This design comes from an exercise in tuning for small area on the open sky130 flow, not from production work.
The RTL was checked by simulation tests, not by an equivalence proof against the original design.
No activity file was given, so power comes from the tool's default toggle rates.

==> inputs of 10-22 <==
==> flow/design.v <==
module grahzm_core #(
   parameter int WIDTH = 8,
   parameter int RAM_DEPTH = 256,
   parameter int PC_WIDTH = 8
) (
   input  logic                clk,
   input  logic                rst,
   output logic [PC_WIDTH-1:0] prog_addr,
   input  logic [7:0]          prog_data,
   input  logic [WIDTH-1:0]    in_data,
   input  logic                in_valid,
   output logic                in_ready,
   output logic [WIDTH-1:0]    out_data,
   output logic                out_valid,
   input  logic                out_ready,
   output logic                stall
);
   logic [7:0] pc_q, pc_d;
   logic [7:0] r0_q, r1_q, r2_q, r3_q, r4_q, r5_q;
   logic [7:0] r0_d, r1_d, r2_d, r3_d, r4_d, r5_d;
   logic [7:0] out_data_q, out_data_d;
   logic out_valid_q, out_valid_d;
   logic [2047:0] ram_q;
   logic [1:0] cls;
   logic [2:0] src, dst, op;
   logic is_copy, need_in, need_out, blocked, go, ram_we, zero, neg, base, taken;
   logic [7:0] src_val, reg_val, alu, rdata, wcol;
   logic [15:0] hi, lo;
   logic [255:0] nsel, wstb;
   logic [15:0] lo_we;
   assign cls = prog_data[7:6];
   assign src = prog_data[5:3];
   assign dst = prog_data[2:0];
   assign op = prog_data[2:0];
   always_comb begin
      for (int i = 0; i < 16; i++) begin
         hi[i] = r4_q[7:4] == 4'(i);
         lo[i] = r4_q[3:0] == 4'(i);
         lo_we[i] = lo[i] & ram_we;
      end
      for (int k = 0; k < 256; k++) begin
         nsel[k] = ~(hi[k / 16] & lo[k % 16]);
         wstb[k] = hi[k / 16] & lo_we[k % 16];
      end
   end
   for (genvar b = 0; b < 8; b++) begin : g_rd
      logic [127:0] pz;
      for (genvar g = 0; g < 128; g++) begin : g_pair
         grahzm_rd2 u_rd (.q({ram_q[(2*g+1)*8+b], ram_q[(2*g)*8+b]}), .nsel(nsel[2*g+1:2*g]), .z(pz[g]));
      end
      assign rdata[b] = ~|pz;
   end
   for (genvar k = 0; k < 256; k++) begin : g_word
      grahzm_ram_word u_word (.clk(clk), .wstb(wstb[k]), .nsel(nsel[k]), .wd(wcol), .q(ram_q[k*8+7:k*8]));
   end
   always_comb begin
      case (src)
         3'd0: reg_val = r0_q;
         3'd1: reg_val = r1_q;
         3'd2: reg_val = r2_q;
         3'd3: reg_val = r3_q;
         3'd4: reg_val = r4_q;
         default: reg_val = r5_q;
      endcase
   end
   always_comb begin
      is_copy = cls == 2'b10;
      need_in = is_copy && src == 3'd7;
      need_out = is_copy && dst == 3'd7;
      blocked = (need_in && !in_valid) || (need_out && out_valid_q && !out_ready);
      go = !rst && !blocked;
      ram_we = go && is_copy && dst == 3'd6 && src != 3'd6;
      src_val = src == 3'd7 ? in_data : src == 3'd6 ? rdata : reg_val;
      wcol = !ram_we ? 8'hff : src == 3'd7 ? in_data : reg_val;
   end
   always_comb begin
      alu = '0;
      case (op)
         3'd0: alu = r1_q | r2_q;
         3'd1: alu = ~(r1_q & r2_q);
         3'd2: alu = ~(r1_q | r2_q);
         3'd3: alu = r1_q & r2_q;
         3'd4: alu = r1_q + r2_q;
         3'd5: alu = r1_q - r2_q;
         3'd6: alu = r1_q ^ r2_q;
         default: alu = r1_q << 1;
      endcase
   end
   always_comb begin
      zero = r3_q == '0;
      neg = r3_q[7];
      base = op[1:0] == 2'd0 ? 1'b0 : op[1:0] == 2'd1 ? zero : op[1:0] == 2'd2 ? neg : zero | neg;
      taken = base ^ op[2];
   end
   always_comb begin
      pc_d = pc_q;
      r0_d = r0_q;
      r1_d = r1_q;
      r2_d = r2_q;
      r3_d = r3_q;
      r4_d = r4_q;
      r5_d = r5_q;
      out_data_d = out_data_q;
      out_valid_d = out_valid_q && !out_ready;
      if (go) begin
         pc_d = (cls == 2'b11 && taken) ? r0_q : pc_q + 1'b1;
         if (cls == 2'b00) r0_d = 8'(prog_data[5:0]);
         if (cls == 2'b01) r3_d = alu;
         if (is_copy) begin
            case (dst)
               3'd0: r0_d = src_val;
               3'd1: r1_d = src_val;
               3'd2: r2_d = src_val;
               3'd3: r3_d = src_val;
               3'd4: r4_d = src_val;
               3'd5: r5_d = src_val;
               default: ;
            endcase
         end
         if (need_out) begin
            out_data_d = src_val;
            out_valid_d = 1'b1;
         end
      end
   end
   assign prog_addr = rst ? '0 : pc_q;
   assign stall = !rst && blocked;
   assign in_ready = !rst && need_in && !blocked;
   assign out_data = out_data_q;
   assign out_valid = out_valid_q;
   always_ff @(posedge clk) begin
      if (rst) begin
         pc_q <= '0;
         r0_q <= '0;
         r1_q <= '0;
         r2_q <= '0;
         r3_q <= '0;
         r4_q <= '0;
         r5_q <= '0;
         out_data_q <= '0;
         out_valid_q <= 1'b0;
      end else begin
         pc_q <= pc_d;
         r0_q <= r0_d;
         r1_q <= r1_d;
         r2_q <= r2_d;
         r3_q <= r3_d;
         r4_q <= r4_d;
         r5_q <= r5_d;
         out_data_q <= out_data_d;
         out_valid_q <= out_valid_d;
      end
   end
endmodule
module grahzm_ram_word (
   input  logic       clk,
   input  logic       wstb,
   input  logic       nsel,
   input  logic [7:0] wd,
   output logic [7:0] q
);
   always_ff @(posedge clk) q <= (q | {8{wstb}}) & ({8{nsel}} | wd);
endmodule
module grahzm_rd2 (
   input  logic [1:0] q,
   input  logic [1:0] nsel,
   output logic       z
);
   assign z = ~&(q | nsel);
endmodule
==> flow/flow/run.sh <==
#!/bin/bash
# The standard layout (standard.sh: the standard synthesis and ORFS flow) with
# three layout choices changed:
#  - the buffers Yosys/ABC put into the netlist are removed at floorplan
#    (REMOVE_ABC_BUFFERS=1) and global placement is not timing driven, so
#    buffers are only added where the later repair steps need them;
#  - the port buffers are sky130_fd_sc_hd__buf_1, the smallest buffer (ORFS
#    picks a larger delay buffer by default); every port still gets one.
# The full make output goes to standard_flow.log here; ORFS's own per-step logs
# are under orfs/logs.
set -euo pipefail
cd "$(dirname "$0")/.."
export REMOVE_ABC_BUFFERS=1
export GPL_TIMING_DRIVEN=0
export BUFFER_PORTS_ARGS="-buffer_cell sky130_fd_sc_hd__buf_1"
bash standard.sh finish > standard_flow.log 2>&1
==> flow/standard.sh <==
#!/bin/bash
# synth_recipe.tcl (not shown) runs the flow's synth.tcl, then flattens the netlist and writes it again
# the make line also repeats each setting of config.mk as NAME=value (left out here)
make -C /OpenROAD-flow-scripts/flow DESIGN_CONFIG=/design/flow/config.mk WORK_HOME=/design/flow/orfs CLKGATE_MAP_FILE= SYNTH_SCRIPT=/design/flow/synth_recipe.tcl "${@:-finish}"
==> flow/config.mk <==
export PLATFORM = sky130hd
export DESIGN_NAME = grahzm_core
export DESIGN_NICKNAME = grahzm_core
export VERILOG_FILES = /design/flow/design.v
export SDC_FILE = /design/flow/constraint.sdc
export NUM_CORES = 4
export LEC_CHECK = 0
export CAP_MARGIN = 25
export CORE_MARGIN = 2
export CORE_UTILIZATION = 55
export CTS_CLUSTER_DIAMETER = 100
export CTS_CLUSTER_SIZE = 28
export PLACE_DENSITY = 0.7
export SETUP_SLACK_MARGIN = 0.4
export SLEW_MARGIN = 10
export SYNTH_HIERARCHICAL = 1
==> flow/constraint.sdc <==
create_clock -name core_clock -period 5.5 [get_ports {clk}]
set_input_delay 1.1000 -clock core_clock [delete_from_list [all_inputs] [get_ports {clk}]]
set_output_delay 1.1000 -clock core_clock [all_outputs]
set_load 0.01 [all_outputs]
==> inputs of 10-13, as changes to 10-22 <==
==> flow/design.v, changed modules only <==
module grahzm_core #(
   parameter int WIDTH = 8,
   parameter int RAM_DEPTH = 256,
   parameter int PC_WIDTH = 8
) (
   input  logic                clk,
   input  logic                rst,
   output logic [PC_WIDTH-1:0] prog_addr,
   input  logic [7:0]          prog_data,
   input  logic [WIDTH-1:0]    in_data,
   input  logic                in_valid,
   output logic                in_ready,
   output logic [WIDTH-1:0]    out_data,
   output logic                out_valid,
   input  logic                out_ready,
   output logic                stall
);
   logic [7:0] pc_q, pc_d;
   logic [7:0] r0_q, r1_q, r2_q, r3_q, r4_q, r5_q;
   logic [7:0] out_data_q;
   logic [6:0] ld;
   logic [7:0] sum, d_src, d_r0, d_r3;
   logic out_valid_q, out_valid_d;
   logic [2047:0] ram_q;
   logic [1:0] cls;
   logic [2:0] src, dst, op;
   logic is_copy, need_in, need_out, blocked, go, ram_we, zero, neg, base, taken;
   logic [7:0] src_val, reg_val, alu, rdata, wcol;
   logic [15:0] hi, lo;
   logic [255:0] nsel, wstb;
   logic [15:0] lo_we;
   assign cls = prog_data[7:6];
   assign src = prog_data[5:3];
   assign dst = prog_data[2:0];
   assign op = prog_data[2:0];
   always_comb begin
      for (int i = 0; i < 16; i++) begin
         hi[i] = r4_q[7:4] == 4'(i);
         lo[i] = r4_q[3:0] == 4'(i);
         lo_we[i] = lo[i] & ram_we;
      end
      for (int k = 0; k < 256; k++) begin
         nsel[k] = ~(hi[k / 16] & lo[k % 16]);
         wstb[k] = hi[k / 16] & lo_we[k % 16];
      end
   end
   for (genvar b = 0; b < 8; b++) begin : g_rd
      logic [127:0] pz;
      for (genvar g = 0; g < 128; g++) begin : g_pair
         grahzm_rd2 u_rd (.q({ram_q[(2*g+1)*8+b], ram_q[(2*g)*8+b]}), .nsel(nsel[2*g+1:2*g]), .z(pz[g]));
      end
      assign rdata[b] = ~|pz;
   end
   for (genvar k = 0; k < 256; k++) begin : g_word
      grahzm_word8 u_word (.clk(clk), .wstb(wstb[k]), .nsel(nsel[k]), .wd(wcol), .q(ram_q[k*8+7:k*8]));
   end
   always_comb begin
      case (src)
         3'd0: reg_val = r0_q;
         3'd1: reg_val = r1_q;
         3'd2: reg_val = r2_q;
         3'd3: reg_val = r3_q;
         3'd4: reg_val = r4_q;
         default: reg_val = r5_q;
      endcase
   end
   always_comb begin
      is_copy = cls == 2'b10;
      need_in = is_copy && src == 3'd7;
      need_out = is_copy && dst == 3'd7;
      blocked = (need_in && !in_valid) || (need_out && out_valid_q && !out_ready);
      go = !rst && !blocked;
      ram_we = go && is_copy && dst == 3'd6 && src != 3'd6;
      src_val = src == 3'd7 ? in_data : src == 3'd6 ? rdata : reg_val;
      wcol = !ram_we ? 8'hff : src == 3'd7 ? in_data : reg_val;
   end
   always_comb begin
      sum = r1_q + (r2_q ^ {8{op[0]}}) + 8'(op[0]);
      case (op)
         3'd0: alu = r1_q | r2_q;
         3'd1: alu = ~(r1_q & r2_q);
         3'd2: alu = ~(r1_q | r2_q);
         3'd3: alu = r1_q & r2_q;
         3'd6: alu = r1_q ^ r2_q;
         3'd7: alu = r1_q << 1;
         default: alu = sum;
      endcase
   end
   always_comb begin
      zero = r3_q == '0;
      neg = r3_q[7];
      base = op[1:0] == 2'd0 ? 1'b0 : op[1:0] == 2'd1 ? zero : op[1:0] == 2'd2 ? neg : zero | neg;
      taken = base ^ op[2];
   end
   always_comb begin
      ld[0] = rst || (go && (cls == 2'b00 || (is_copy && dst == 3'd0)));
      ld[1] = rst || (go && is_copy && dst == 3'd1);
      ld[2] = rst || (go && is_copy && dst == 3'd2);
      ld[3] = rst || (go && (cls == 2'b01 || (is_copy && dst == 3'd3)));
      ld[4] = rst || (go && is_copy && dst == 3'd4);
      ld[5] = rst || (go && is_copy && dst == 3'd5);
      ld[6] = rst || (go && need_out);
      d_src = rst ? '0 : src_val;
      d_r0 = rst ? '0 : cls == 2'b00 ? 8'(prog_data[5:0]) : src_val;
      d_r3 = rst ? '0 : cls == 2'b01 ? alu : src_val;
   end
   grahzm_word8 u_r0 (.clk(clk), .wstb(ld[0]), .nsel(~ld[0]), .wd(d_r0), .q(r0_q));
   grahzm_word8 u_r1 (.clk(clk), .wstb(ld[1]), .nsel(~ld[1]), .wd(d_src), .q(r1_q));
   grahzm_word8 u_r2 (.clk(clk), .wstb(ld[2]), .nsel(~ld[2]), .wd(d_src), .q(r2_q));
   grahzm_word8 u_r3 (.clk(clk), .wstb(ld[3]), .nsel(~ld[3]), .wd(d_r3), .q(r3_q));
   grahzm_word8 u_r4 (.clk(clk), .wstb(ld[4]), .nsel(~ld[4]), .wd(d_src), .q(r4_q));
   grahzm_word8 u_r5 (.clk(clk), .wstb(ld[5]), .nsel(~ld[5]), .wd(d_src), .q(r5_q));
   grahzm_word8 u_out (.clk(clk), .wstb(ld[6]), .nsel(~ld[6]), .wd(d_src), .q(out_data_q));
   always_comb begin
      pc_d = pc_q;
      out_valid_d = out_valid_q && !out_ready;
      if (go) begin
         pc_d = (cls == 2'b11 && taken) ? r0_q : pc_q + 1'b1;
         if (need_out) out_valid_d = 1'b1;
      end
   end
   assign prog_addr = rst ? '0 : pc_q;
   assign stall = !rst && blocked;
   assign in_ready = !rst && need_in && !blocked;
   assign out_data = out_data_q;
   assign out_valid = out_valid_q;
   always_ff @(posedge clk) begin
      if (rst) begin
         pc_q <= '0;
         out_valid_q <= 1'b0;
      end else begin
         pc_q <= pc_d;
         out_valid_q <= out_valid_d;
      end
   end
endmodule
module grahzm_word8 (
   input  logic       clk,
   input  logic       wstb,
   input  logic       nsel,
   input  logic [7:0] wd,
   output logic [7:0] q
);
   always_ff @(posedge clk) q <= (q | {8{wstb}}) & ({8{nsel}} | wd);
endmodule
// module grahzm_ram_word removed
- CAP_MARGIN: 25 -> 15
- CORE_UTILIZATION: 55 -> 40
- PLACE_DENSITY: 0.7 -> default
- SETUP_SLACK_MARGIN: 0.4 -> 0.3
- SLEW_MARGIN: 10 -> 5
==> inputs of 06-09, as changes to 10-22 <==
- CAP_MARGIN: 25 -> 20
- CORE_UTILIZATION: 55 -> 40
- PLACE_DENSITY: 0.7 -> default
- SETUP_SLACK_MARGIN: 0.4 -> default
- SLEW_MARGIN: 10 -> 20
==> comparison <==
10-13 finished but fails on capacitance limit, slew limit, setup timing. 10-22 finished clean. 06-09 finished but fails on setup timing. Against 10-22, the synthesized cell count of 10-13 is lower by 0.33%. Non-clock buffer count: 10-22 > 06-09 > 10-13. Cell area, highest first: 10-13, 06-09, 10-22. Sequential cell count is the same in 06-09 and 10-13. Clock-buffer cell count, lowest first: 10-13, 10-22, 06-09. Register-to-register slack, highest first: 10-22, 06-09, 10-13.
==> figures <==
Post-synthesis simple-gate area fraction: 10-13 0.06654; 10-22 0.06831; 06-09 0.06831
Run status: 10-13 complete, but fails checks; 10-22 finished clean; 06-09 complete, but fails checks
Layout check failures: 10-13 capacitance limit, slew limit, setup timing; 10-22 -; 06-09 setup timing
Number of global-route vias before repair: 10-13 56,986; 10-22 57,391; 06-09 56,954
Clock latency on the worst-skew pair: 10-13 0.80 ns; 10-22 0.77 ns; 06-09 0.75 ns
Transition time of the tightest slew-check pin: 10-13 1.533 ns; 10-22 1.166 ns; 06-09 1.388 ns
Clock group: 10-13 7.81 mW; 10-22 7.63 mW; 06-09 7.65 mW
Worst min-delay path startpoint: 10-13 g_word[207].u_word.q[4]; 10-22 g_word[245].u_word.q[0]; 06-09 g_word[219].u_word.q[7]
Max incr delay on CP: 10-13 1.18 ns; 10-22 1.03 ns; 06-09 0.81 ns
Maximum capacitance violations: 10-13 1; 10-22 0; 06-09 0
Wire length on met1: 10-13 117,200 µm; 10-22 104,800 µm; 06-09 116,000 µm
Share of power burned in combinational logic: 10-13 0.079; 10-22 0.020; 06-09 0.020
GRT Util Overall: 10-13 0.2635; 10-22 0.3332; 06-09 0.2563
TritonCTS Buffers: 10-13 87; 10-22 85; 06-09 85

re-timing with driven ports:
How much do the figures lean on ideal ports? The routed layouts below were timed once more, with nothing changed but the port constraints.
Step 1 sets driving cells, clkbuf_16 on the clock port and buf_2 on the other inputs (assumed; they add their load-dependent delay and slew).
Step 2, shift: input delay + t, output delay - t, t = (earliest + latest rising clock arrival at the registers) / 2. This alone moves slack from input paths to output paths.
Three values: no drivers, after step 1, after step 2; two values: the first two.
run	shift t [ns]	setup slack, ns	worst setup path after step 2	clock arrival spread, ns	slew at the worst register clock pin (ns)
10-22	0.824	0.293 / 0.293 / 0.167	input to register	0.046 / 0.047	0.12 / 0.12
10-13	0.859	-0.091 / -0.091 / -0.111	input to register	0.064 / 0.063	0.12 / 0.12
06-09	0.830	-0.018 / -0.018 / -0.018	register to register	0.030 / 0.030	0.11 / 0.11
For 10-22, which loses most, drivers alone change the setup slack by 0.000 ns; drivers and shift together by -0.126 ns.
